This design comes from an exercise in tuning for small area and a short achievable clock period on the open sky130 flow, not from production work.
At most, simulation tests tie the RTL to the original design; equivalence was not proved.
The RTL of run 3 was laid out without a check of its function.
Power and IR drop assume default switching activity.

## design/flow/standard.sh

```bash
#!/bin/bash
# synth_recipe.tcl (not shown) runs the flow's synth.tcl, then flattens the netlist and writes it again
# the make line also repeats each setting of config.mk as NAME=value (left out here)
make -C /OpenROAD-flow-scripts/flow DESIGN_CONFIG=/design/flow/config.mk WORK_HOME=/design/flow/orfs CLKGATE_MAP_FILE= SYNTH_SCRIPT=/design/flow/synth_recipe.tcl "${@:-finish}"
```

## design/flow/flow/run.sh

```bash
#!/bin/bash
# Layout flow: the standard ORFS flow (standard.sh) with two changes:
#  - buffer_ports makes the port buffers of plain buffers (buf_2) rather than
#    the delay cells it picks by default;
#  - the half and full adder cells join the platform's DONT_USE_CELLS, so
#    synthesis leaves adders as plain gates for abc (ORFS's own behaviour when
#    those cells are on the list) and no later step places them.
# The make output goes to flow_standard.log; ORFS's own logs are under orfs/logs.
set -euo pipefail
export BUFFER_PORTS_ARGS="-buffer_cell sky130_fd_sc_hd__buf_2"
PLATFORM_DONT_USE="sky130_fd_sc_hd__probe_p_8 sky130_fd_sc_hd__probec_p_8 sky130_fd_sc_hd__lpflow_bleeder_1 sky130_fd_sc_hd__lpflow_clkbufkapwr_1 sky130_fd_sc_hd__lpflow_clkbufkapwr_16 sky130_fd_sc_hd__lpflow_clkbufkapwr_2 sky130_fd_sc_hd__lpflow_clkbufkapwr_4 sky130_fd_sc_hd__lpflow_clkbufkapwr_8 sky130_fd_sc_hd__lpflow_clkinvkapwr_1 sky130_fd_sc_hd__lpflow_clkinvkapwr_16 sky130_fd_sc_hd__lpflow_clkinvkapwr_2 sky130_fd_sc_hd__lpflow_clkinvkapwr_4 sky130_fd_sc_hd__lpflow_clkinvkapwr_8 sky130_fd_sc_hd__lpflow_decapkapwr_12 sky130_fd_sc_hd__lpflow_decapkapwr_3 sky130_fd_sc_hd__lpflow_decapkapwr_4 sky130_fd_sc_hd__lpflow_decapkapwr_6 sky130_fd_sc_hd__lpflow_decapkapwr_8 sky130_fd_sc_hd__lpflow_inputiso0n_1 sky130_fd_sc_hd__lpflow_inputiso0p_1 sky130_fd_sc_hd__lpflow_inputiso1n_1 sky130_fd_sc_hd__lpflow_inputiso1p_1 sky130_fd_sc_hd__lpflow_inputisolatch_1 sky130_fd_sc_hd__lpflow_isobufsrc_1 sky130_fd_sc_hd__lpflow_isobufsrc_16 sky130_fd_sc_hd__lpflow_isobufsrc_2 sky130_fd_sc_hd__lpflow_isobufsrc_4 sky130_fd_sc_hd__lpflow_isobufsrc_8 sky130_fd_sc_hd__lpflow_isobufsrckapwr_16 sky130_fd_sc_hd__lpflow_lsbuf_lh_hl_isowell_tap_1 sky130_fd_sc_hd__lpflow_lsbuf_lh_hl_isowell_tap_2 sky130_fd_sc_hd__lpflow_lsbuf_lh_hl_isowell_tap_4 sky130_fd_sc_hd__lpflow_lsbuf_lh_isowell_4 sky130_fd_sc_hd__lpflow_lsbuf_lh_isowell_tap_1 sky130_fd_sc_hd__lpflow_lsbuf_lh_isowell_tap_2 sky130_fd_sc_hd__lpflow_lsbuf_lh_isowell_tap_4"
ADDERS="sky130_fd_sc_hd__ha_1 sky130_fd_sc_hd__ha_2 sky130_fd_sc_hd__ha_4 sky130_fd_sc_hd__fa_1 sky130_fd_sc_hd__fa_2 sky130_fd_sc_hd__fa_4"
bash standard.sh "DONT_USE_CELLS=$PLATFORM_DONT_USE $ADDERS" finish > flow_standard.log 2>&1
```

## design/flow/config.mk

```make
export PLATFORM = sky130hd
export DESIGN_NAME = melody_player
export DESIGN_NICKNAME = melody_player
export VERILOG_FILES = /design/flow/design.v
export SDC_FILE = /design/flow/constraint.sdc
export NUM_CORES = 4
export LEC_CHECK = 0
export CAP_MARGIN = 20
export CORE_MARGIN = 2
export CORE_UTILIZATION = 40
export CTS_BUF_LIST = sky130_fd_sc_hd__clkbuf_8
export CTS_CLUSTER_DIAMETER = 60
export CTS_CLUSTER_SIZE = 16
export SETUP_SLACK_MARGIN = 3.5
export SLEW_MARGIN = 20
export SYNTH_HIERARCHICAL = 1
export SYNTH_MINIMUM_KEEP_SIZE = 0
```

## design/flow/design.v

```verilog
module melody_player_rcell (
    input  logic s,
    input  logic sn,
    input  logic a,
    input  logic b,
    output logic y
);
    assign y = ~((sn | a) & (s | b));
endmodule
module melody_player_rcell0 (
    input  logic s,
    input  logic sn,
    input  logic a,
    input  logic b,
    output logic y
);
    assign y = (sn | a) & (s | b);
endmodule
module melody_player_sdec (
    input  logic [5:0] s,
    output logic [3:0] dh,
    output logic [7:0] dl
);
    always_comb begin
        for (int i = 0; i < 4; i++) dh[i] = (s[4:3] == 2'(i));
        for (int i = 0; i < 8; i++) dl[i] = (s[2:0] == 3'(i));
    end
endmodule
module melody_player_slook (
    input  logic       s5,
    input  logic [3:0] dh,
    input  logic [7:0] dl,
    input  logic       v_s5,
    input  logic [3:0] v_gth,
    input  logic [3:0] v_eqh,
    input  logic [7:0] v_gtl,
    output logic       y
);
    assign y = (s5 & v_s5) | (|(dh & v_gth)) | ((|(dh & v_eqh)) & (|(dl & v_gtl)));
endmodule
module melody_player #(
    parameter int  NOTES    = 32,
    parameter int  HP_W     = 20,
    parameter int  DUR_W    = 16,
    parameter int  TICK_DIV = 16,
    parameter int  GAP_W    = 16,
    localparam int AW       = $clog2(NOTES)
) (
    input  logic             clk,
    input  logic             rst_n,
    input  logic             enable,
    input  logic             mode_loop,
    input  logic             octave_down,
    input  logic [AW:0]      seq_len,
    input  logic [GAP_W-1:0] gap_ticks,
    input  logic             wr_en,
    input  logic [AW-1:0]    wr_addr,
    input  logic [HP_W-1:0]  wr_half,
    input  logic [DUR_W-1:0] wr_dur,
    output logic             tone,
    output logic             busy,
    output logic [AW-1:0]    step,
    output logic             done
);
    localparam int PW = $clog2(TICK_DIV);
    localparam int MW = HP_W + DUR_W;
    localparam int RL = 15;
    logic [MW-1:0] wd;
    assign wd = {wr_half, wr_dur};
    logic [MW-1:0] mem0, mem16;
    always_ff @(posedge clk) begin
        if (wr_en && wr_addr == 5'd0)  mem0  <= wd;
        if (wr_en && wr_addr == 5'd16) mem16 <= wd;
    end
    logic [RL-1:0][MW-1:0] ra;
    logic [RL-1:0][MW-1:0] rb;
    logic [3:0]    q;         
    logic [3:0] wpos;
    always_comb begin
        case ({wr_addr[3:0], q})
            8'h00: wpos = 4'd1;
            8'h01: wpos = 4'd2;
            8'h02: wpos = 4'd3;
            8'h03: wpos = 4'd4;
            8'h04: wpos = 4'd5;
            8'h05: wpos = 4'd6;
            8'h06: wpos = 4'd7;
            8'h07: wpos = 4'd8;
            8'h08: wpos = 4'd9;
            8'h09: wpos = 4'd10;
            8'h0a: wpos = 4'd11;
            8'h0b: wpos = 4'd12;
            8'h0c: wpos = 4'd13;
            8'h0d: wpos = 4'd14;
            8'h0e: wpos = 4'd0;
            8'h0f: wpos = 4'd1;
            8'h10: wpos = 4'd2;
            8'h11: wpos = 4'd3;
            8'h12: wpos = 4'd4;
            8'h13: wpos = 4'd5;
            8'h14: wpos = 4'd6;
            8'h15: wpos = 4'd7;
            8'h16: wpos = 4'd8;
            8'h17: wpos = 4'd9;
            8'h18: wpos = 4'd10;
            8'h19: wpos = 4'd11;
            8'h1a: wpos = 4'd12;
            8'h1b: wpos = 4'd13;
            8'h1c: wpos = 4'd14;
            8'h1d: wpos = 4'd0;
            8'h1e: wpos = 4'd1;
            8'h1f: wpos = 4'd2;
            8'h20: wpos = 4'd3;
            8'h21: wpos = 4'd4;
            8'h22: wpos = 4'd5;
            8'h23: wpos = 4'd6;
            8'h24: wpos = 4'd7;
            8'h25: wpos = 4'd8;
            8'h26: wpos = 4'd9;
            8'h27: wpos = 4'd10;
            8'h28: wpos = 4'd11;
            8'h29: wpos = 4'd12;
            8'h2a: wpos = 4'd13;
            8'h2b: wpos = 4'd14;
            8'h2c: wpos = 4'd0;
            8'h2d: wpos = 4'd1;
            8'h2e: wpos = 4'd2;
            8'h2f: wpos = 4'd3;
            8'h30: wpos = 4'd4;
            8'h31: wpos = 4'd5;
            8'h32: wpos = 4'd6;
            8'h33: wpos = 4'd7;
            8'h34: wpos = 4'd8;
            8'h35: wpos = 4'd9;
            8'h36: wpos = 4'd10;
            8'h37: wpos = 4'd11;
            8'h38: wpos = 4'd12;
            8'h39: wpos = 4'd13;
            8'h3a: wpos = 4'd14;
            8'h3b: wpos = 4'd0;
            8'h3c: wpos = 4'd1;
            8'h3d: wpos = 4'd2;
            8'h3e: wpos = 4'd3;
            8'h3f: wpos = 4'd4;
            8'h40: wpos = 4'd5;
            8'h41: wpos = 4'd6;
            8'h42: wpos = 4'd7;
            8'h43: wpos = 4'd8;
            8'h44: wpos = 4'd9;
            8'h45: wpos = 4'd10;
            8'h46: wpos = 4'd11;
            8'h47: wpos = 4'd12;
            8'h48: wpos = 4'd13;
            8'h49: wpos = 4'd14;
            8'h4a: wpos = 4'd0;
            8'h4b: wpos = 4'd1;
            8'h4c: wpos = 4'd2;
            8'h4d: wpos = 4'd3;
            8'h4e: wpos = 4'd4;
            8'h4f: wpos = 4'd5;
            8'h50: wpos = 4'd6;
            8'h51: wpos = 4'd7;
            8'h52: wpos = 4'd8;
            8'h53: wpos = 4'd9;
            8'h54: wpos = 4'd10;
            8'h55: wpos = 4'd11;
            8'h56: wpos = 4'd12;
            8'h57: wpos = 4'd13;
            8'h58: wpos = 4'd14;
            8'h59: wpos = 4'd0;
            8'h5a: wpos = 4'd1;
            8'h5b: wpos = 4'd2;
            8'h5c: wpos = 4'd3;
            8'h5d: wpos = 4'd4;
            8'h5e: wpos = 4'd5;
            8'h5f: wpos = 4'd6;
            8'h60: wpos = 4'd7;
            8'h61: wpos = 4'd8;
            8'h62: wpos = 4'd9;
            8'h63: wpos = 4'd10;
            8'h64: wpos = 4'd11;
            8'h65: wpos = 4'd12;
            8'h66: wpos = 4'd13;
            8'h67: wpos = 4'd14;
            8'h68: wpos = 4'd0;
            8'h69: wpos = 4'd1;
            8'h6a: wpos = 4'd2;
            8'h6b: wpos = 4'd3;
            8'h6c: wpos = 4'd4;
            8'h6d: wpos = 4'd5;
            8'h6e: wpos = 4'd6;
            8'h6f: wpos = 4'd7;
            8'h70: wpos = 4'd8;
            8'h71: wpos = 4'd9;
            8'h72: wpos = 4'd10;
            8'h73: wpos = 4'd11;
            8'h74: wpos = 4'd12;
            8'h75: wpos = 4'd13;
            8'h76: wpos = 4'd14;
            8'h77: wpos = 4'd0;
            8'h78: wpos = 4'd1;
            8'h79: wpos = 4'd2;
            8'h7a: wpos = 4'd3;
            8'h7b: wpos = 4'd4;
            8'h7c: wpos = 4'd5;
            8'h7d: wpos = 4'd6;
            8'h7e: wpos = 4'd7;
            8'h7f: wpos = 4'd8;
            8'h80: wpos = 4'd9;
            8'h81: wpos = 4'd10;
            8'h82: wpos = 4'd11;
            8'h83: wpos = 4'd12;
            8'h84: wpos = 4'd13;
            8'h85: wpos = 4'd14;
            8'h86: wpos = 4'd0;
            8'h87: wpos = 4'd1;
            8'h88: wpos = 4'd2;
            8'h89: wpos = 4'd3;
            8'h8a: wpos = 4'd4;
            8'h8b: wpos = 4'd5;
            8'h8c: wpos = 4'd6;
            8'h8d: wpos = 4'd7;
            8'h8e: wpos = 4'd8;
            8'h8f: wpos = 4'd9;
            8'h90: wpos = 4'd10;
            8'h91: wpos = 4'd11;
            8'h92: wpos = 4'd12;
            8'h93: wpos = 4'd13;
            8'h94: wpos = 4'd14;
            8'h95: wpos = 4'd0;
            8'h96: wpos = 4'd1;
            8'h97: wpos = 4'd2;
            8'h98: wpos = 4'd3;
            8'h99: wpos = 4'd4;
            8'h9a: wpos = 4'd5;
            8'h9b: wpos = 4'd6;
            8'h9c: wpos = 4'd7;
            8'h9d: wpos = 4'd8;
            8'h9e: wpos = 4'd9;
            8'h9f: wpos = 4'd10;
            8'ha0: wpos = 4'd11;
            8'ha1: wpos = 4'd12;
            8'ha2: wpos = 4'd13;
            8'ha3: wpos = 4'd14;
            8'ha4: wpos = 4'd0;
            8'ha5: wpos = 4'd1;
            8'ha6: wpos = 4'd2;
            8'ha7: wpos = 4'd3;
            8'ha8: wpos = 4'd4;
            8'ha9: wpos = 4'd5;
            8'haa: wpos = 4'd6;
            8'hab: wpos = 4'd7;
            8'hac: wpos = 4'd8;
            8'had: wpos = 4'd9;
            8'hae: wpos = 4'd10;
            8'haf: wpos = 4'd11;
            8'hb0: wpos = 4'd12;
            8'hb1: wpos = 4'd13;
            8'hb2: wpos = 4'd14;
            8'hb3: wpos = 4'd0;
            8'hb4: wpos = 4'd1;
            8'hb5: wpos = 4'd2;
            8'hb6: wpos = 4'd3;
            8'hb7: wpos = 4'd4;
            8'hb8: wpos = 4'd5;
            8'hb9: wpos = 4'd6;
            8'hba: wpos = 4'd7;
            8'hbb: wpos = 4'd8;
            8'hbc: wpos = 4'd9;
            8'hbd: wpos = 4'd10;
            8'hbe: wpos = 4'd11;
            8'hbf: wpos = 4'd12;
            8'hc0: wpos = 4'd13;
            8'hc1: wpos = 4'd14;
            8'hc2: wpos = 4'd0;
            8'hc3: wpos = 4'd1;
            8'hc4: wpos = 4'd2;
            8'hc5: wpos = 4'd3;
            8'hc6: wpos = 4'd4;
            8'hc7: wpos = 4'd5;
            8'hc8: wpos = 4'd6;
            8'hc9: wpos = 4'd7;
            8'hca: wpos = 4'd8;
            8'hcb: wpos = 4'd9;
            8'hcc: wpos = 4'd10;
            8'hcd: wpos = 4'd11;
            8'hce: wpos = 4'd12;
            8'hcf: wpos = 4'd13;
            8'hd0: wpos = 4'd14;
            8'hd1: wpos = 4'd0;
            8'hd2: wpos = 4'd1;
            8'hd3: wpos = 4'd2;
            8'hd4: wpos = 4'd3;
            8'hd5: wpos = 4'd4;
            8'hd6: wpos = 4'd5;
            8'hd7: wpos = 4'd6;
            8'hd8: wpos = 4'd7;
            8'hd9: wpos = 4'd8;
            8'hda: wpos = 4'd9;
            8'hdb: wpos = 4'd10;
            8'hdc: wpos = 4'd11;
            8'hdd: wpos = 4'd12;
            8'hde: wpos = 4'd13;
            8'hdf: wpos = 4'd14;
            8'he0: wpos = 4'd0;
            8'he1: wpos = 4'd1;
            8'he2: wpos = 4'd2;
            8'he3: wpos = 4'd3;
            8'he4: wpos = 4'd4;
            8'he5: wpos = 4'd5;
            8'he6: wpos = 4'd6;
            8'he7: wpos = 4'd7;
            8'he8: wpos = 4'd8;
            8'he9: wpos = 4'd9;
            8'hea: wpos = 4'd10;
            8'heb: wpos = 4'd11;
            8'hec: wpos = 4'd12;
            8'hed: wpos = 4'd13;
            8'hee: wpos = 4'd14;
            8'hef: wpos = 4'd0;
            8'hf0: wpos = 4'd1;
            8'hf1: wpos = 4'd2;
            8'hf2: wpos = 4'd3;
            8'hf3: wpos = 4'd4;
            8'hf4: wpos = 4'd5;
            8'hf5: wpos = 4'd6;
            8'hf6: wpos = 4'd7;
            8'hf7: wpos = 4'd8;
            8'hf8: wpos = 4'd9;
            8'hf9: wpos = 4'd10;
            8'hfa: wpos = 4'd11;
            8'hfb: wpos = 4'd12;
            8'hfc: wpos = 4'd13;
            8'hfd: wpos = 4'd14;
            8'hfe: wpos = 4'd0;
            8'hff: wpos = 4'd1;
            default: wpos = 4'd0;
        endcase
    end
    logic          pv;
    logic [AW-1:0] pa;
    logic [MW-1:0] pd;
    logic [RL-1:0] hit_a, hit_b;
    always_ff @(posedge clk) begin
        pv <= wr_en && (wr_addr[3:0] != 4'd0);
        pa <= wr_addr;
        pd <= wd;
        for (int p = 0; p < RL; p++) begin
            hit_a[p] <= wr_en && (wr_addr[3:0] != 4'd0) && !wr_addr[4] && (wpos == 4'(p));
            hit_b[p] <= wr_en && (wr_addr[3:0] != 4'd0) &&  wr_addr[4] && (wpos == 4'(p));
        end
    end
    logic [RL-1:0][MW-1:0] na;
    logic [RL-1:0][MW-1:0] nb;
    for (genvar gi = 0; gi < MW; gi++) begin : g_bit0
        logic ba, bb, ya, yb;
        assign ba = ra[RL-1][gi];
        assign bb = rb[RL-1][gi];
        melody_player_rcell0 ca (.s(hit_a[0]), .sn(!hit_a[0]), .a(pd[gi]), .b(ba), .y(ya));
        melody_player_rcell0 cb (.s(hit_b[0]), .sn(!hit_b[0]), .a(pd[gi]), .b(bb), .y(yb));
        assign na[0][gi] = ya;
        assign nb[0][gi] = yb;
    end
    for (genvar gp = 1; gp < RL; gp++) begin : g_pos
        for (genvar gi = 0; gi < MW; gi++) begin : g_bit
            logic wi, ba, bb, ya, yb;
            assign wi = (gp % 2) ? pd[gi] : !pd[gi];
            assign ba = ra[gp-1][gi];
            assign bb = rb[gp-1][gi];
            melody_player_rcell ca (.s(hit_a[gp]), .sn(!hit_a[gp]), .a(wi), .b(ba), .y(ya));
            melody_player_rcell cb (.s(hit_b[gp]), .sn(!hit_b[gp]), .a(wi), .b(bb), .y(yb));
            assign na[gp][gi] = ya;
            assign nb[gp][gi] = yb;
        end
    end
    always_ff @(posedge clk) begin
        case (q)
            4'd0:  q <= 4'd1;
            4'd1:  q <= 4'd2;
            4'd2:  q <= 4'd3;
            4'd3:  q <= 4'd4;
            4'd4:  q <= 4'd5;
            4'd5:  q <= 4'd6;
            4'd6:  q <= 4'd7;
            4'd7:  q <= 4'd8;
            4'd8:  q <= 4'd9;
            4'd9:  q <= 4'd10;
            4'd10: q <= 4'd11;
            4'd11: q <= 4'd12;
            4'd12: q <= 4'd13;
            4'd13: q <= 4'd14;
            default: q <= 4'd0;
        endcase
        ra <= na;
        rb <= nb;
    end
    logic [3:0] tap_l;
    assign tap_l = ~q;
    logic             busy_r, gap_r, hold_r;
    logic [AW-1:0]    step_r;
    logic             tone_r, done_r;
    logic [PW-1:0]    presc;
    logic [HP_W:0]    hreload;   
    logic [HP_W:0]    hcnt;      
    logic             rest;      
    logic [DUR_W-1:0] cnt;       
    logic [GAP_W-1:0] gcnt;      
    logic [MW-1:0]    pn;        
    logic [AW-1:0] tgt;       
    function automatic logic [16:0] advvec(input logic [4:0] t, input logic ok);
        logic [3:0] gth, eqh;
        logic [7:0] gtl;
        for (int h = 0; h < 4; h++) begin
            gth[h] = ok && (2'(h) > t[4:3]);
            eqh[h] = ok && (2'(h) == t[4:3]);
        end
        for (int l = 0; l < 8; l++)
            gtl[l] = (3'(l) > t[2:0]);
        advvec = {ok, gth, eqh, gtl};
    endfunction
    logic       av_s5;
    logic [3:0] av_gth, av_eqh;
    logic [7:0] av_gtl;
    logic [16:0] av_one, av_inc;
    assign av_one = advvec(AW'(1), 1'b1);
    assign av_inc = advvec(tgt + AW'(1), tgt != AW'(NOTES - 1));
    always_ff @(posedge clk) begin
        if (wr_en && wr_addr == tgt)
            pn <= wd;
        else if (pv && pa == tgt)
            pn <= pd;
        else if (tgt[3:0] == 4'd0)
            pn <= mem16;
        else if (tgt[3:0] == tap_l)
            pn <= tgt[4] ? rb[RL-1] : ra[RL-1];
    end
    logic tick_r;              
    logic last_r;              
    logic playing, idle, tick, last, step_end, adv, gap_nz, gap_done;
    assign playing  = busy_r && !gap_r;
    assign idle     = !busy_r && !hold_r;
    assign tick     = tick_r;
    assign last     = last_r;
    assign step_end = playing && tick && last;
    logic [3:0] sl_dh;
    logic [7:0] sl_dl;
    melody_player_sdec u_sdec (.s(seq_len), .dh(sl_dh), .dl(sl_dl));
    melody_player_slook u_slook (
        .s5(seq_len[5]), .dh(sl_dh), .dl(sl_dl),
        .v_s5(av_s5), .v_gth(av_gth), .v_eqh(av_eqh), .v_gtl(av_gtl), .y(adv)
    );
    assign gap_nz   = (gap_ticks != '0);
    assign gap_done = (gcnt >= gap_ticks);
    logic [MW-1:0]    ent;
    logic [HP_W-1:0]  ent_hm;
    logic [DUR_W-1:0] ent_dur;
    logic [HP_W:0]    ent_h;
    assign ent     = (playing && adv) ? pn : mem0;
    assign ent_hm  = ent[MW-1:DUR_W];
    assign ent_dur = ent[DUR_W-1:0];
    assign ent_h   = octave_down ? {ent_hm, 1'b0} : {1'b0, ent_hm};
    logic load;
    assign load = !playing || step_end;
    logic hz;
    assign hz = (hcnt == hreload);
    logic pn_rest, m0_rest;
    assign pn_rest = ~|pn[MW-1:DUR_W];
    assign m0_rest = ~|mem0[MW-1:DUR_W];
    always_ff @(posedge clk) begin
        presc <= busy_r ? presc + PW'(1) : '0;
        tick_r <= busy_r && (presc == PW'(TICK_DIV - 2));
        last_r <= (cnt[DUR_W-1:1] == '0);
        if (load) begin
            hreload <= ent_h;
            hcnt    <= (HP_W+1)'(1);
            rest    <= (playing && adv) ? pn_rest : m0_rest;
        end else begin
            hcnt    <= hz ? (HP_W+1)'(1) : hcnt + (HP_W+1)'(1);
        end
        if (load)
            cnt <= ent_dur;
        else if (tick)
            cnt <= cnt - DUR_W'(1);
        if (!gap_r)
            gcnt <= GAP_W'(1);
        else if (tick)
            gcnt <= gcnt + GAP_W'(1);
        gap_r <= busy_r ? (gap_r ? !(tick && gap_done) : (step_end && !adv && mode_loop && gap_nz))
                        : 1'b0;
    end
    always_ff @(posedge clk or negedge rst_n) begin
        if (!rst_n) begin
            busy_r <= 1'b0;
            hold_r <= 1'b0;
            step_r <= '0;
            tgt    <= AW'(1);
            {av_s5, av_gth, av_eqh, av_gtl} <= av_one;
            tone_r <= 1'b0;
            done_r <= 1'b0;
        end else if (!enable) begin
            busy_r <= 1'b0;
            hold_r <= 1'b0;
            step_r <= '0;
            tgt    <= AW'(1);
            {av_s5, av_gth, av_eqh, av_gtl} <= av_one;
            tone_r <= 1'b0;
            done_r <= 1'b0;
        end else begin
            done_r <= step_end && !adv && !mode_loop;
            if (idle) begin
                busy_r <= 1'b1;
                step_r <= '0;
                tgt    <= AW'(1);
                {av_s5, av_gth, av_eqh, av_gtl} <= av_one;
                tone_r <= 1'b0;
            end else if (playing) begin
                tone_r <= !step_end && !rest && (tone_r ^ hz);
                if (step_end) begin
                    if (adv) begin
                        step_r <= tgt;
                        tgt    <= tgt + AW'(1);
                        {av_s5, av_gth, av_eqh, av_gtl} <= av_inc;
                    end else begin
                        tgt    <= AW'(1);
                        {av_s5, av_gth, av_eqh, av_gtl} <= av_one;
                        if (!mode_loop) begin
                            busy_r <= 1'b0;
                            hold_r <= 1'b1;
                        end else if (!gap_nz)
                            step_r <= '0;
                    end
                end
            end else if (busy_r) begin
                tone_r <= 1'b0;
                tgt    <= AW'(1);
                {av_s5, av_gth, av_eqh, av_gtl} <= av_one;
                if (tick && gap_done)
                    step_r <= '0;
            end
        end
    end
    assign tone = tone_r;
    assign busy = busy_r;
    assign step = step_r;
    assign done = done_r;
endmodule
```

## design/flow/constraint.sdc

```tcl
create_clock -name core_clock -period 6.0 [get_ports {clk}]
set_input_delay 1.2000 -clock core_clock [delete_from_list [all_inputs] [get_ports {clk}]]
set_output_delay 1.2000 -clock core_clock [all_outputs]
set_load 0.01 [all_outputs]
```

==> flow_metrics.py, run 1 <==
metrics = {
    "worst_setup_path": {
        "crit_fanout": 25,
        "criticalPathCategory": "in -> reg",
        "cp-start-kind": "input port",
        "cp.required_ns": 6.66,
        "end_kind": "flip-flop",
        "crit_arrival_ns": 3.20,
    },
    "synth": {
        "synth_area_um2": 42600,
        "ys_warn_count": 8,
        "async_reset_ff_share_pct": 2.11,
        "synth_edf_count": 146,
        "synth_top_area_share_pct": 56.3,
        "synth_ff_type": "dfxtp_1",
        "syn_area_per_cell_um2": 12.1,
        "syn-num-nets": 3605,
        "ys_seq_elements": 1375,
        "synth_area_leaders": "dfxtp_1 56%, o22ai_1 15%, edfxtp_1 10%",
        "synth_cells": 3536,
        "yosysSeqAreaShare_pct": 68.4,
        "synth.distinct_cells": 78,
        "yosys.area.top_type": "dfxtp_1",
    },
    "floorplanning": {
        "die_w_um": 330,
        "start_util_pct": 40.4,
        "dieArea_um2": 109000,
        "fp.dieH_um": 330,
        "fp.coreArea_um2": 106000,
        "rows": 119,
        "boundaryPins": 77,
    },
    "worst_hold_path": {
        "min_path_type": "reg -> reg",
    },
    "sta": {
        "relSlewSlack_pct": 22.8,
        "fmax_mhz": 394,
        "tightest_slew_ns": 1.16,
        "hold_viol": 0,
        "finalMaxSlewViolations": 0,
        "finalCritPeriodShare_pct": 42.3,
        "period_needed_ns": 2.54,
        "grt_setup_unrepaired": "yes",
        "finalSetupViolCount": 0,
        "hold_slack_ns": 0.382,
        "finalSetupTns_ns": 0,
        "clock_skew_ns": 0.0644,
    },
    "placement": {
        "port_buffers": 76,
        "hpwlAfterDp_um": 75900,
        "postPlaceCellArea_um2": 45500,
        "place.gp.congestion": 0.846,
    },
    "layout": {
        "multi_input_area_um2": 13400,
        "ff_latch_area_um2": 29200,
        "drive_above_1_share_pct": 13.2,
        "n_fill_cell": 9641,
        "synthToLayoutAreaGrowth_pct": 13.0,
        "nNetsFinal": 3827,
        "final_area_um2": 48200,
        "final_cell_mix": "1167 x dfxtp_1, 1012 x o22ai_1, 146 x edfxtp_1",
        "final_common_cell": "dfxtp_1",
    },
    "clock_network": {
        "path_clk_slew_ns": 0.10,
        "clkLatencyLatePin_ns": 0.82,
        "cts.sinks": 1375,
        "cts_max_path_buffers": 3,
        "hold_buffers": 0,
        "numCtsBuffers": 105,
        "cts_root_buf": "clkbuf_8",
        "cts_max_level": 3,
        "cts_tree": "built",
    },
    "global_route": {
        "grt_overflow": 0,
        "grt_first_pass_wirelength_um": 199000,
        "grt_max_degree": 74,
        "grt_usage_pct": 24.2,
        "grt_pass1_vias": 30000,
        "antenna_found_initial": 3,
    },
    "drt": {
        "drtPass1Iterations": 6,
        "route.detailed.drc": 0,
        "vias": 31600,
        "post_drt_wl_per_cell_um": 26.4,
        "wl_um": 137000,
        "ant_nets": 0,
        "vias_per_cell": 6.08,
        "drtIter0Drc": 2951,
    },
    "power": {
        "vdd_drop_max_mv": 0.200,
        "p_per_area_nw_per_um2": 417,
        "cellLeakagePower_nw": 17.7,
        "power_w": 0.0201,
    },
    "flow_run": {
        "maxCapViolCount": 0,
    },
    "outcome": {
        "status": "finished clean",
    },
}
[layer usage]
layer | GRT usage [%] | share of wire, %
met4 | 6.51 | 2.6
met3 | 5.36 | 8.5
met1 | 32.8 | 43
met2 | 39.0 | 46
met5 | 0 | 0.0095
[cell families (layout without fill, tap and decap cells)]
kind of cell | count (synthesis) | after routing | synth area share, %
muxes | 92 | 92 | 2.20
other | 1 | 3 | 0.00880
and+or+nand+nor | 401 | 402 | 4.73
buffers and inverters | 180 | 440 | 1.66
adders and majority gates | 6 | 6 | 0.141
DFF | 1375 | 1375 | 68.4
xor gates and xnor gates | 91 | 91 | 1.87
AOI/OAI and AO/OA | 1390 | 1390 | 21.0
[modules after synthesis, one instance, submodules excluded]
module	flops+latches	cells	times used
melody_player_rcell	0	1	1008
melody_player	1375	2434	1
melody_player_rcell0	0	1	72
melody_player_sdec	0	12	1
melody_player_slook	0	10	1
[report_power, final]
part | switching (W) | leakage, nW | internal (W) | total (W)
combinational | 0.00121 | 4.78 | 0.00126 | 0.00248
sequential | 0.000828 | 11.9 | 0.0118 | 0.0127
clock | 0.00302 | 1.00 | 0.00195 | 0.00496
[sequential cells by signal, indices dropped and copies added (netlist names), 4 cells and up]
signal and flops:
ra 540, rb 540, mem0 36, mem16 36, pd 36, pn 36, hcnt 21, hreload 21
cnt 16, gcnt 16, hit_a 15, hit_b 15, av_gtl 8, pa 5, step_r 5, tgt 5
av_eqh 4, presc 4, q 4
[path summary, 6_finish.rpt]
check | cells past startpoint | startpoint | slack [ns] | to
setup reg to reg | 8 | q[1]$_DFF_P_ | 3.50 | hit_b[11]$_DFF_P_
min in group asynchronous | 1 | rst_n | 0.46 | av_eqh[1]$_DFFE_PN0P_
max in group asynchronous | 1 | rst_n | 5.01 | tgt[4]$_DFFE_PN0P_
setup / recovery | 8 | wr_addr[0] | 3.46 | hit_b[11]$_DFF_P_
hold / removal | 1 | rb[399]$_DFF_P_ | 0.38 | rb[435]$_DFF_P_
hold reg to reg | 1 | rb[399]$_DFF_P_ | 0.38 | rb[435]$_DFF_P_
[cell usage after synthesis, types with 8 or more instances]
cell type,n
mux2i_1,87
and3_1,9
o21ai_0,70
clkbuf_1,58
o31ai_1,8
nor2_1,99
o22a_1,76
and2_1,25
a211oi_1,49
nor4_1,28
o211ai_1,10
nand4_1,17
nor3_1,25
xor2_1,40
edfxtp_1,146
inv_1,93
nand2_1,95
o22ai_1,1013
dfrtp_1,18
a21oi_1,85
buf_1,8
nor3b_1,8
dfxtp_1,1200
dfstp_2,11
xnor2_1,51
nand2b_1,20
nor2b_1,16
buf_2,19
nand3_1,27
[worst max-delay path: stages]
cell,delay [ns]
buf_4,0.23
inv_1,0.31
o21ai_0,0.15
o2111a_1,0.17
o31ai_2,0.37
buf_4,0.20
nand3_4,0.15
a2111oi_2,0.40
[per-stage QoR]
step	std cells	worst slack, ns	util, %
2_1_floorplan	3536	2.86	-
3_3_place_gp	5008	2.29	43.1
3_5_place_dp	5008	2.26	43.1
4_1_cts	5166	3.41	45.1
5_1_grt	5189	3.35	45.7
6_report	5190	3.46	45.7
[repair_timing]
item | CTS | global route
setup endpoints to repair | 273 | 176
pin swaps | 7 | 11
setup buffers | 12 | 13
gates resized for setup | 51 | 58
gates cloned | 0 | 8
[area by class of cell]
| type | count | area share (%) |
|---|---|---|
| clock inverters | 38 | 0.846 |
| well taps | 1391 | 3.61 |
| diodes | 2 | 0.0104 |
| flip-flops and latches | 1375 | 60.6 |
| inverters | 93 | 0.740 |
| clock buffers | 108 | 3.08 |
| multi-input cells | 1982 | 27.8 |
| repair buffers | 201 | 3.36 |
==> run 2: changes to the inputs <==
--- a/design/flow/config.mk
+++ b/design/flow/config.mk
@@ -11,6 +11,7 @@
 export CTS_BUF_LIST = sky130_fd_sc_hd__clkbuf_8
 export CTS_CLUSTER_DIAMETER = 60
 export CTS_CLUSTER_SIZE = 16
+export PLACE_DENSITY = 0.7
 export SETUP_SLACK_MARGIN = 3.5
 export SLEW_MARGIN = 20
 export SYNTH_HIERARCHICAL = 1
==> run 2 against run 1 <==
  * Final area decreased by 0.24%
  * Total power decreased by 0.86%
  * Hold slack got worse by 0.0037 ns
  * Sequential cell count unchanged
  * Non-clock buffer count increased by 1
  * Area after synthesis unchanged
  * Via count increased by 1.5%
  * Critical endpoint is now step[0]
  * Largest cell class unchanged
==> flow_metrics.py, run 2 <==
metrics = {
    "layout": {
        "final_area_um2": 48100,
        "final_cell_mix": "1167 x dfxtp_1, 1013 x o22ai_1, 146 x edfxtp_1",
        "nNetsFinal": 3825,
        "final_util_pct": 45.5,
        "reg_top3": "ra (540), rb (540)",
        "synthToLayoutAreaGrowth_pct": 12.8,
        "final_common_cell": "dfxtp_1",
        "drive_above_1_share_pct": 12.8,
    },
    "global_route": {
        "grt_first_pass_wirelength_um": 192000,
        "grt_max_degree": 75,
        "grt_overflow": 0,
        "grtUsageMet3_pct": 4.94,
        "grt_pass1_vias": 30000,
        "met2_usage_pct": 37.4,
        "grt_usage_pct": 23.2,
        "antenna_found_initial": 6,
        "use_met1_pct": 30.6,
        "gr-max-usage-layer": "met2",
    },
    "clock_network": {
        "cts_root_buf": "clkbuf_8",
        "numCtsBuffers": 102,
        "cts_max_level": 3,
        "clkLatencyLatePin_ns": 0.81,
        "path_clk_slew_ns": 0.10,
        "cts_max_path_buffers": 3,
        "hold_buffers": 0,
        "cts_tree": "built",
        "cts.sinks": 1375,
    },
    "sta": {
        "finalMaxSlewViolations": 0,
        "finalSetupViolCount": 0,
        "tightest_slew_ns": 1.16,
        "finalCritPeriodShare_pct": 42.3,
        "finalSetupTns_ns": 0,
        "hold_viol": 0,
        "clock_skew_ns": 0.0721,
        "relSlewSlack_pct": 22.6,
        "period_needed_ns": 2.54,
        "fmax_mhz": 394,
        "grt_setup_unrepaired": "yes",
    },
    "synth": {
        "synth_edf_count": 146,
        "yosys.area.top_type": "dfxtp_1",
        "synth_top_area_share_pct": 56.3,
        "syn_area_per_cell_um2": 12.1,
        "synth_ff_type": "dfxtp_1",
        "synth_area_leaders": "dfxtp_1 56%, o22ai_1 15%, edfxtp_1 10%",
        "async_reset_ff_share_pct": 2.11,
        "ys_seq_elements": 1375,
        "synth_most_common_cell": "dfxtp_1",
        "syn-num-nets": 3605,
        "yosysSeqAreaShare_pct": 68.4,
        "synth_cells": 3536,
        "synth.distinct_cells": 78,
        "synth_common_cells": "1200 x dfxtp_1, 1013 x o22ai_1, 146 x edfxtp_1",
        "synth_area_um2": 42600,
        "ys_warn_count": 8,
    },
    "drt": {
        "wl_um": 132000,
        "vias_per_cell": 6.18,
        "post_drt_wl_per_cell_um": 25.5,
        "route.detailed.drc": 0,
        "vias": 32100,
        "drtPass1Iterations": 18,
        "ant_nets": 0,
        "drtIter0Drc": 3814,
    },
    "worst_setup_path": {
        "cp-start-kind": "flip-flop",
        "crit_family": "flip-flops",
        "worst_path_largest_cell_delay_ns": 0.42,
        "cp.required_ns": 4.80,
        "end_kind": "output port",
        "crit_buf_inv": 1,
        "path_cells": "buf_2",
        "crit_fanout": 2,
        "criticalPathCategory": "reg -> out",
        "crit_arrival_ns": 1.34,
        "cpMaxStageDelayCell": "dfrtp_1",
    },
    "power": {
        "power_w": 0.0199,
        "cellLeakagePower_nw": 17.6,
        "vdd_drop_max_mv": 0.185,
        "p_per_area_nw_per_um2": 415,
    },
    "outcome": {
        "status": "finished clean",
    },
    "placement": {
        "place.gp.congestion": 0.851,
        "port_buffers": 76,
        "hpwlAfterDp_um": 74000,
        "postPlaceCellArea_um2": 45400,
    },
    "floorplanning": {
        "die_w_um": 330,
        "fp.coreArea_um2": 106000,
        "dieArea_um2": 109000,
        "boundaryPins": 77,
        "start_util_pct": 40.4,
        "fp.dieH_um": 330,
        "rows": 119,
    },
    "flow_run": {
        "maxCapViolCount": 0,
    },
    "worst_hold_path": {
        "min_path_type": "reg -> reg",
    },
}
-- run 2: cell type report --
class | instances | area (um^2)
sequential | 1375 | 29200
inverter | 93 | 350
clock buffer | 104 | 1430
timing repair buffer | 202 | 1560
clock inverter | 36 | 364
antenna | 5 | 12.5
multi-input combinational | 1982 | 13400
fill | 9467 | 57500
tap | 1391 | 1740
-- run 2: cell families after synthesis --
logic type	count (synthesis)	synth area share (%)
multiplexers	92	2.20
other	1	0.00880
AO/OA/AOI/OAI	1390	21.0
XOR/XNOR	91	1.87
AND/OR/NAND/NOR	401	4.73
buffers and inverters	180	1.66
adder cells (fa/ha/maj)	6	0.141
flip-flops	1375	68.4
-- run 2: stage by stage --
stage / setup WS (ns) / std cells / hold slack, ns
global route: 3.38 / 5185 / 0.392
CTS: 3.41 / 5159 / 0.377
detailed placement: 1.82 / 5005 / 0.407
floorplan: 2.86 / 3536 / 0.402
finish: 3.46 / 5188 / 0.378
global placement: 1.89 / 5005 / 0.403
-- run 2: report_power, final --
| part | switching, W | internal [W] | leakage [nW] |
|---|---|---|---|
| sequential | 0.000835 | 0.0118 | 11.9 |
| combinational | 0.00123 | 0.00126 | 4.76 |
| clock | 0.00300 | 0.00177 | 0.966 |
-- run 2: worst paths after layout --
kind / from / to / slack (ns) / cells past startpoint
max: step_r[0]$_DFFE_PN0P_ / step[0] / 3.46 / 1
min: rb[223]$_DFF_P_ / rb[259]$_DFF_P_ / 0.38 / 1
max reg2reg: q[2]$_DFF_P_ / hit_b[3]$_DFF_P_ / 3.53 / 7
min reg2reg: rb[223]$_DFF_P_ / rb[259]$_DFF_P_ / 0.38 / 1
max in group asynchronous: rst_n / tgt[4]$_DFFE_PN0P_ / 5.07 / 1
min in group asynchronous: rst_n / step_r[2]$_DFFE_PN0P_ / 0.44 / 1
-- run 2: metal layers --
layer  wire, um  up-vias
met4       5790        6
met2      60400     1714
li1           -    14100
met5         38        -
met3      12800      417
met1      53200    15800
-- run 2: timing repair --
| item | in CTS | in global routing |
|---|---|---|
| endpoints found under the hold margin | 0 | 0 |
| pin swaps | 4 | 11 |
| endpoints found under the setup margin | 195 | 171 |
| buffers inserted | 13 | 18 |
| gates resized for setup | 41 | 62 |
| cloned | 1 | 3 |
-- run 2: Yosys stat by module (local to each module, per instance) --
module,area (um^2),flip-flops and latches,cells inside
melody_player_rcell0,8.76,0,1
melody_player_rcell,6.26,0,1
melody_player_slook,87.6,0,10
melody_player_sdec,87.6,0,12
melody_player,35500,1375,2434
==> run 3: changes to the inputs <==
--- a/design/flow/design.v
+++ b/design/flow/design.v
@@ -16,27 +16,15 @@
 );
     assign y = (sn | a) & (s | b);
 endmodule
-module melody_player_sdec (
-    input  logic [5:0] s,
-    output logic [3:0] dh,
-    output logic [7:0] dl
-);
-    always_comb begin
-        for (int i = 0; i < 4; i++) dh[i] = (s[4:3] == 2'(i));
-        for (int i = 0; i < 8; i++) dl[i] = (s[2:0] == 3'(i));
-    end
-endmodule
-module melody_player_slook (
-    input  logic       s5,
-    input  logic [3:0] dh,
-    input  logic [7:0] dl,
-    input  logic       v_s5,
-    input  logic [3:0] v_gth,
-    input  logic [3:0] v_eqh,
-    input  logic [7:0] v_gtl,
-    output logic       y
+module melody_player_lmux #(
+    parameter int W = 1
+) (
+    input  logic         s,
+    input  logic [W-1:0] a,
+    input  logic [W-1:0] b,
+    output logic [W-1:0] y
 );
-    assign y = (s5 & v_s5) | (|(dh & v_gth)) | ((|(dh & v_eqh)) & (|(dl & v_gtl)));
+    assign y = s ? a : b;
 endmodule
 module melody_player #(
     parameter int  NOTES    = 32,
@@ -374,23 +362,7 @@
         end
     end
     always_ff @(posedge clk) begin
-        case (q)
-            4'd0:  q <= 4'd1;
-            4'd1:  q <= 4'd2;
-            4'd2:  q <= 4'd3;
-            4'd3:  q <= 4'd4;
-            4'd4:  q <= 4'd5;
-            4'd5:  q <= 4'd6;
-            4'd6:  q <= 4'd7;
-            4'd7:  q <= 4'd8;
-            4'd8:  q <= 4'd9;
-            4'd9:  q <= 4'd10;
-            4'd10: q <= 4'd11;
-            4'd11: q <= 4'd12;
-            4'd12: q <= 4'd13;
-            4'd13: q <= 4'd14;
-            default: q <= 4'd0;
-        endcase
+        q <= (q >= 4'd14) ? 4'd0 : q + 4'd1;
         ra <= na;
         rb <= nb;
     end
@@ -442,103 +414,132 @@
     assign tick     = tick_r;
     assign last     = last_r;
     assign step_end = playing && tick && last;
-    logic [3:0] sl_dh;
-    logic [7:0] sl_dl;
-    melody_player_sdec u_sdec (.s(seq_len), .dh(sl_dh), .dl(sl_dl));
-    melody_player_slook u_slook (
-        .s5(seq_len[5]), .dh(sl_dh), .dl(sl_dl),
-        .v_s5(av_s5), .v_gth(av_gth), .v_eqh(av_eqh), .v_gtl(av_gtl), .y(adv)
-    );
+    assign adv      = (seq_len[5] & av_s5) | av_gth[seq_len[4:3]]
+                    | (av_eqh[seq_len[4:3]] & av_gtl[seq_len[2:0]]);
     assign gap_nz   = (gap_ticks != '0);
     assign gap_done = (gcnt >= gap_ticks);
-    logic [MW-1:0]    ent;
-    logic [HP_W-1:0]  ent_hm;
-    logic [DUR_W-1:0] ent_dur;
-    logic [HP_W:0]    ent_h;
-    assign ent     = (playing && adv) ? pn : mem0;
-    assign ent_hm  = ent[MW-1:DUR_W];
-    assign ent_dur = ent[DUR_W-1:0];
-    assign ent_h   = octave_down ? {ent_hm, 1'b0} : {1'b0, ent_hm};
+    logic [HP_W:0] pn_h, m0_h, h_pick;
+    assign pn_h = octave_down ? {pn[MW-1:DUR_W], 1'b0} : {1'b0, pn[MW-1:DUR_W]};
+    assign m0_h = octave_down ? {mem0[MW-1:DUR_W], 1'b0} : {1'b0, mem0[MW-1:DUR_W]};
+    melody_player_lmux #(.W(HP_W+1)) u_h (.s(adv), .a(playing ? pn_h : m0_h), .b(m0_h), .y(h_pick));
     logic load;
     assign load = !playing || step_end;
     logic hz;
     assign hz = (hcnt == hreload);
-    logic pn_rest, m0_rest;
+    logic pn_rest, m0_rest, rest_pick;
     assign pn_rest = ~|pn[MW-1:DUR_W];
     assign m0_rest = ~|mem0[MW-1:DUR_W];
+    melody_player_lmux #(.W(1)) u_rest (.s(adv), .a(playing ? pn_rest : m0_rest), .b(m0_rest), .y(rest_pick));
+    logic [DUR_W-1:0] cnt_dec, cnt_pick;
+    assign cnt_dec = cnt - DUR_W'(1);
+    melody_player_lmux #(.W(DUR_W)) u_cnt (
+        .s(adv),
+        .a(load ? (playing ? pn[DUR_W-1:0] : mem0[DUR_W-1:0]) : cnt_dec),
+        .b(load ? mem0[DUR_W-1:0] : cnt_dec),
+        .y(cnt_pick)
+    );
     always_ff @(posedge clk) begin
         presc <= busy_r ? presc + PW'(1) : '0;
         tick_r <= busy_r && (presc == PW'(TICK_DIV - 2));
         last_r <= (cnt[DUR_W-1:1] == '0);
         if (load) begin
-            hreload <= ent_h;
+            hreload <= h_pick;
             hcnt    <= (HP_W+1)'(1);
-            rest    <= (playing && adv) ? pn_rest : m0_rest;
+            rest    <= rest_pick;
         end else begin
             hcnt    <= hz ? (HP_W+1)'(1) : hcnt + (HP_W+1)'(1);
         end
-        if (load)
-            cnt <= ent_dur;
-        else if (tick)
-            cnt <= cnt - DUR_W'(1);
+        if (load || tick)
+            cnt <= cnt_pick;
         if (!gap_r)
             gcnt <= GAP_W'(1);
         else if (tick)
             gcnt <= gcnt + GAP_W'(1);
-        gap_r <= busy_r ? (gap_r ? !(tick && gap_done) : (step_end && !adv && mode_loop && gap_nz))
-                        : 1'b0;
+    end
+    localparam int CW = 4 + 2 * AW + 17;
+    logic [CW-1:0] ctl_n [2];
+    logic [CW-1:0] ctl_pick;
+    for (genvar A = 0; A < 2; A++) begin : g_ctl
+        always_comb begin
+            logic          b_n, h_n, d_n, g_n;
+            logic [AW-1:0] s_n, t_n;
+            logic [16:0]   v_n;
+            b_n = busy_r;
+            h_n = hold_r;
+            d_n = 1'b0;
+            g_n = busy_r ? (gap_r ? !(tick && gap_done)
+                                  : (step_end && !A[0] && mode_loop && gap_nz))
+                         : 1'b0;
+            s_n = step_r;
+            t_n = tgt;
+            v_n = {av_s5, av_gth, av_eqh, av_gtl};
+            if (!enable) begin
+                b_n = 1'b0;
+                h_n = 1'b0;
+                s_n = '0;
+                t_n = AW'(1);
+                v_n = av_one;
+            end else begin
+                d_n = step_end && !A[0] && !mode_loop;
+                if (idle) begin
+                    b_n = 1'b1;
+                    s_n = '0;
+                    t_n = AW'(1);
+                    v_n = av_one;
+                end else if (playing) begin
+                    if (step_end) begin
+                        if (A[0]) begin
+                            s_n = tgt;
+                            t_n = tgt + AW'(1);
+                            v_n = av_inc;
+                        end else if (!mode_loop) begin
+                            b_n = 1'b0;
+                            h_n = 1'b1;
+                        end else if (!gap_nz) begin
+                            s_n = '0;
+                            t_n = AW'(1);
+                            v_n = av_one;
+                        end
+                    end
+                end else if (busy_r) begin
+                    t_n = AW'(1);
+                    v_n = av_one;
+                    if (tick && gap_done)
+                        s_n = '0;
+                end
+            end
+            ctl_n[A] = {b_n, h_n, d_n, g_n, s_n, t_n, v_n};
+        end
+    end
+    melody_player_lmux #(.W(CW)) u_ctl (.s(adv), .a(ctl_n[1]), .b(ctl_n[0]), .y(ctl_pick));
+    always_ff @(posedge clk) begin
+        gap_r <= ctl_pick[CW-4];
     end
     always_ff @(posedge clk or negedge rst_n) begin
         if (!rst_n) begin
             busy_r <= 1'b0;
             hold_r <= 1'b0;
-            step_r <= '0;
-            tgt    <= AW'(1);
-            {av_s5, av_gth, av_eqh, av_gtl} <= av_one;
-            tone_r <= 1'b0;
             done_r <= 1'b0;
-        end else if (!enable) begin
-            busy_r <= 1'b0;
-            hold_r <= 1'b0;
             step_r <= '0;
             tgt    <= AW'(1);
             {av_s5, av_gth, av_eqh, av_gtl} <= av_one;
-            tone_r <= 1'b0;
-            done_r <= 1'b0;
         end else begin
-            done_r <= step_end && !adv && !mode_loop;
-            if (idle) begin
-                busy_r <= 1'b1;
-                step_r <= '0;
-                tgt    <= AW'(1);
-                {av_s5, av_gth, av_eqh, av_gtl} <= av_one;
-                tone_r <= 1'b0;
-            end else if (playing) begin
-                tone_r <= !step_end && !rest && (tone_r ^ hz);
-                if (step_end) begin
-                    if (adv) begin
-                        step_r <= tgt;
-                        tgt    <= tgt + AW'(1);
-                        {av_s5, av_gth, av_eqh, av_gtl} <= av_inc;
-                    end else begin
-                        tgt    <= AW'(1);
-                        {av_s5, av_gth, av_eqh, av_gtl} <= av_one;
-                        if (!mode_loop) begin
-                            busy_r <= 1'b0;
-                            hold_r <= 1'b1;
-                        end else if (!gap_nz)
-                            step_r <= '0;
-                    end
-                end
-            end else if (busy_r) begin
-                tone_r <= 1'b0;
-                tgt    <= AW'(1);
-                {av_s5, av_gth, av_eqh, av_gtl} <= av_one;
-                if (tick && gap_done)
-                    step_r <= '0;
-            end
+            busy_r <= ctl_pick[CW-1];
+            hold_r <= ctl_pick[CW-2];
+            done_r <= ctl_pick[CW-3];
+            step_r <= ctl_pick[2*AW+16:AW+17];
+            tgt    <= ctl_pick[AW+16:17];
+            {av_s5, av_gth, av_eqh, av_gtl} <= ctl_pick[16:0];
         end
     end
+    always_ff @(posedge clk or negedge rst_n) begin
+        if (!rst_n)
+            tone_r <= 1'b0;
+        else if (!enable || !playing)
+            tone_r <= 1'b0;
+        else
+            tone_r <= !step_end && !rest && (tone_r ^ hz);
+    end
     assign tone = tone_r;
     assign busy = busy_r;
     assign step = step_r;
--- a/design/flow/config.mk
+++ b/design/flow/config.mk
@@ -8,10 +8,8 @@
 export CAP_MARGIN = 20
 export CORE_MARGIN = 2
 export CORE_UTILIZATION = 40
-export CTS_BUF_LIST = sky130_fd_sc_hd__clkbuf_8
-export CTS_CLUSTER_DIAMETER = 60
-export CTS_CLUSTER_SIZE = 16
-export PLACE_DENSITY = 0.7
+export CTS_CLUSTER_DIAMETER = 80
+export CTS_CLUSTER_SIZE = 24
 export SETUP_SLACK_MARGIN = 3.5
 export SLEW_MARGIN = 20
 export SYNTH_HIERARCHICAL = 1
==> run 3 against run 2 <==
  * Still clean on timing, DRC and antenna
  * Die area rose by 3.8%
  * Sequential cell count rose by 2
  * Final cell count rose by 5.0%
  * Clock power rose by 11%
  * Sequential share of layout area fell by 2.3 points
  * Utilization fell by 0.11 points
  * Clock-buffer cell count fell by 14
  * Hold slack improved by 0.021 ns
  * Wire length rose by 7.5%
  * Critical endpoint is now cnt[8]$_DFFE_PP_
  * Largest power group unchanged
==> flow_metrics.py, run 3 <==
metrics = {
    "outcome": {
        "status": "finished clean",
    },
    "floorplanning": {
        "die_w_um": 337,
        "boundaryPins": 77,
        "rows": 122,
        "fp.coreArea_um2": 110000,
        "dieArea_um2": 113000,
        "fp.dieH_um": 337,
        "start_util_pct": 40.2,
    },
    "worst_setup_path": {
        "end_kind": "flip-flop",
        "criticalPathCategory": "in -> reg",
        "endpoint": "cnt[8]$_DFFE_PP_",
        "rr_endpoint": "cnt[14]$_DFFE_PP_",
        "cpMaxStageDelayCell": "mux4_2",
        "startpoint": "seq_len[0]",
        "cpMostUsedCell": "mux2_4",
        "rrSetupSlack_ns": 3.48,
        "cp-start-kind": "input port",
        "cp.required_ns": 6.41,
        "worst_path_largest_cell_delay_ns": 0.49,
        "crit_arrival_ns": 3.12,
        "path_cells": "buf_8 -> mux4_2 -> mux2_4 -> a221o_4 -> buf_12 -> buf_16 -> mux2_4",
        "r2r_start": "cnt[2]$_DFFE_PP_",
        "crit_fanout": 8,
        "reg2reg_depth": 8,
    },
    "synth": {
        "yosysSeqAreaShare_pct": 65.9,
        "synth_area_leaders": "dfxtp_1 54%, o22ai_1 14%, edfxtp_1 9.9%",
        "synth_top_area_share_pct": 54.2,
        "synth_area_um2": 44300,
        "synth.distinct_cells": 85,
        "synth_most_common_cell": "dfxtp_1",
        "synth_cells": 3751,
        "syn_area_per_cell_um2": 11.8,
        "synth_ff_type": "dfxtp_1",
        "async_reset_ff_share_pct": 2.25,
        "synth_common_cells": "1200 x dfxtp_1, 1015 x o22ai_1, 146 x edfxtp_1",
        "syn-num-nets": 3820,
        "ys_seq_elements": 1377,
        "ys_warn_count": 9,
        "synth_edf_count": 146,
        "yosys.area.top_type": "dfxtp_1",
    },
    "drt": {
        "route.detailed.drc": 0,
        "wl_um": 142000,
        "ant_nets": 0,
        "drtIter0Drc": 3207,
        "drtPass1Iterations": 6,
        "vias": 32600,
        "vias_per_cell": 5.99,
        "post_drt_wl_per_cell_um": 26.1,
    },
    "clock_network": {
        "cts.sinks": 1377,
        "hold_buffers": 0,
        "clkLatencyLatePin_ns": 0.67,
        "cts_max_path_buffers": 3,
        "cts_max_level": 3,
        "numCtsBuffers": 69,
        "cts_tree": "built",
        "cts_root_buf": "clkbuf_16",
        "path_clk_slew_ns": 0.10,
    },
    "global_route": {
        "antenna_found_initial": 6,
        "grt_overflow": 0,
        "grt_pass1_vias": 30800,
        "grt_first_pass_wirelength_um": 207000,
        "grt_usage_pct": 24.3,
        "grt_max_degree": 73,
    },
    "layout": {
        "n_fill_cell": 10100,
        "drive_above_1_share_pct": 13.7,
        "synthToLayoutAreaGrowth_pct": 13.1,
        "reg_top3": "ra (540), rb (540)",
        "final_cell_count_no_fill": 5448,
        "nNetsFinal": 3997,
        "final_common_cell": "dfxtp_1",
        "final_cell_mix": "1168 x dfxtp_1, 1015 x o22ai_1, 146 x edfxtp_1",
    },
    "power": {
        "power_w": 0.0205,
        "p_per_area_nw_per_um2": 409,
        "cellLeakagePower_nw": 18.5,
        "vdd_drop_max_mv": 0.242,
    },
    "sta": {
        "tightest_slew_ns": 1.04,
        "hold_viol": 0,
        "clock_skew_ns": 0.0327,
        "finalSetupTns_ns": 0,
        "finalSetupViolCount": 0,
        "relSlewSlack_pct": 30.9,
        "grt_setup_unrepaired": "yes",
        "hold_slack_ns": 0.399,
        "setup_ws_ns": 3.29,
        "period_needed_ns": 2.71,
        "finalCritPeriodShare_pct": 45.1,
        "fmax_mhz": 370,
        "finalMaxSlewViolations": 0,
    },
    "worst_hold_path": {
        "min_path_type": "reg -> reg",
        "hp-start": "rb[440]$_DFF_P_",
    },
    "placement": {
        "pre_cts_ws_ns": 2.20,
        "port_buffers": 76,
        "hpwlAfterDp_um": 77300,
        "dpl.cell_count": 5294,
        "place.gp.congestion": 0.833,
    },
    "flow_run": {
        "maxCapViolCount": 0,
    },
}
==> run 3: cell types whose count changed in the layout (fill, tap and decap cells not counted), moves of 12 or more <==
cell,delta
mux2_2,+58
mux2i_1,-21
and2_1,+15
nand2_1,+48
o21ai_0,+44
mux2_4,+28
clkbuf_16,+69
xor2_1,+12
o21ai_1,-13
clkbuf_1,+17
inv_1,-36
clkbuf_8,-102
nor2_1,+39
==> run 3: worst min-delay path by stage <==
stage	end	cells past startpoint
6_report	rb[476]$_DFF_P_	1
5_1_grt	rb[404]$_DFF_P_	1
4_1_cts	rb[476]$_DFF_P_	1
3_5_place_dp	ra[174]$_DFF_P_	1
3_3_place_gp	rb[280]$_DFF_P_	1
2_1_floorplan	tone_r$_DFF_PN0_	1
==> run 3: where the power goes <==
group	switching (W)	leakage (nW)	total [W]	internal, W
registers	0.000828	11.9	0.0127	0.0119
logic	0.00119	5.54	0.00248	0.00129
clock network	0.00303	0.986	0.00528	0.00226
total	0.00505	18.5	0.0205	0.0154
==> run 3: cells by family after synthesis <==
group,after synthesis,share of synthesized area (%)
AOI/OAI and AO/OA,1423,20.7
DFF,1377,65.9
and+or+nand+nor,502,5.46
buffers and inverters,199,1.93
muxes,150,4.02
xor gates and xnor gates,95,1.88
adders and majority gates,4,0.0904
other,1,0.00847
==> run 3: what timing repair did <==
action,4_1_cts,5_1_grt
gates resized for setup,79,42
setup buffers,28,8
setup endpoints to repair,387,133
cloned,12,2
pin swaps,11,12
==> run 3: routing by layer <==
layer | GRT usage (%) | share of wire (%) | wire length [um] | vias up
met4 | 7.83 | 2.9 | 4130 | 2
met5 | 0 | 0.0084 | 12 | -
met1 | 33.6 | 43 | 61800 | 16300
li1 | - | - | - | 14800
met2 | 39.1 | 46 | 65600 | 1332
met3 | 3.51 | 7.5 | 10600 | 239
==> run 3: critical path: cells and delay by family <==
family                 cells  cell delay, ns
muxes                      3            1.08
buffers and inverters      3            0.40
AOI/OAI and AO/OA          1            0.43
==> run 3: through the flow <==
stage,utilization [%],cell area (um^2)
after floorplan,-,44600
after global placement,42.6,46900
after detailed placement,42.6,46900
after CTS,45.2,49800
after global routing,45.4,50100
final,45.4,50100
==> run 3: modules after synthesis, one instance, submodules excluded, excerpt <==
module	cell area [um^2]	copies in the design	cells
melody_player	36400	1	2595
melody_player_rcell0	8.76	72	1
melody_player_rcell	6.26	1008	1
==> run 3: cell type report <==
type | instances | area [um^2] | area share (%)
Antenna cell | 3 | 7.51 | 0.0150
Tap cell | 1488 | 1860 | 3.72
Clock inverter | 10 | 176 | 0.352
Sequential cell | 1377 | 29300 | 58.4
Multi-Input combinational cell | 2181 | 14700 | 29.4
Timing Repair Buffer | 211 | 1820 | 3.63
Clock buffer | 90 | 1870 | 3.73
Inverter | 88 | 362 | 0.722

==> port drivers added, routing unchanged <==
No port has a modelled driver above. Below, the same layouts with a new extraction and two added sets of constraints.
Step 1 sets driving cells, clkbuf_16 on the clock port and buf_2 on the other inputs (assumed; they add their load-dependent delay and slew).
Step 2 also shifts input and output timing later by t, the mid clock arrival at the registers, as if the neighbouring blocks saw the same clock.
a / b / c = ideal ports / drivers / drivers and shift; a / b = the first two.
run | shift t [ns] | setup slack, ns | latest minus earliest clock arrival (ns)
run 1 | 0.845 | 3.462 / 3.412 / 2.653 | 0.071 / 0.071
run 2 | 0.849 | 3.461 / 3.391 / 2.662 | 0.073 / 0.073
run 3 | 0.724 | 3.294 / 3.308 / 2.583 | 0.037 / 0.037
After both steps every run listed still meets setup and hold. For run 1, which loses most, drivers alone change the setup slack by -0.050 ns; drivers and shift together by -0.809 ns.
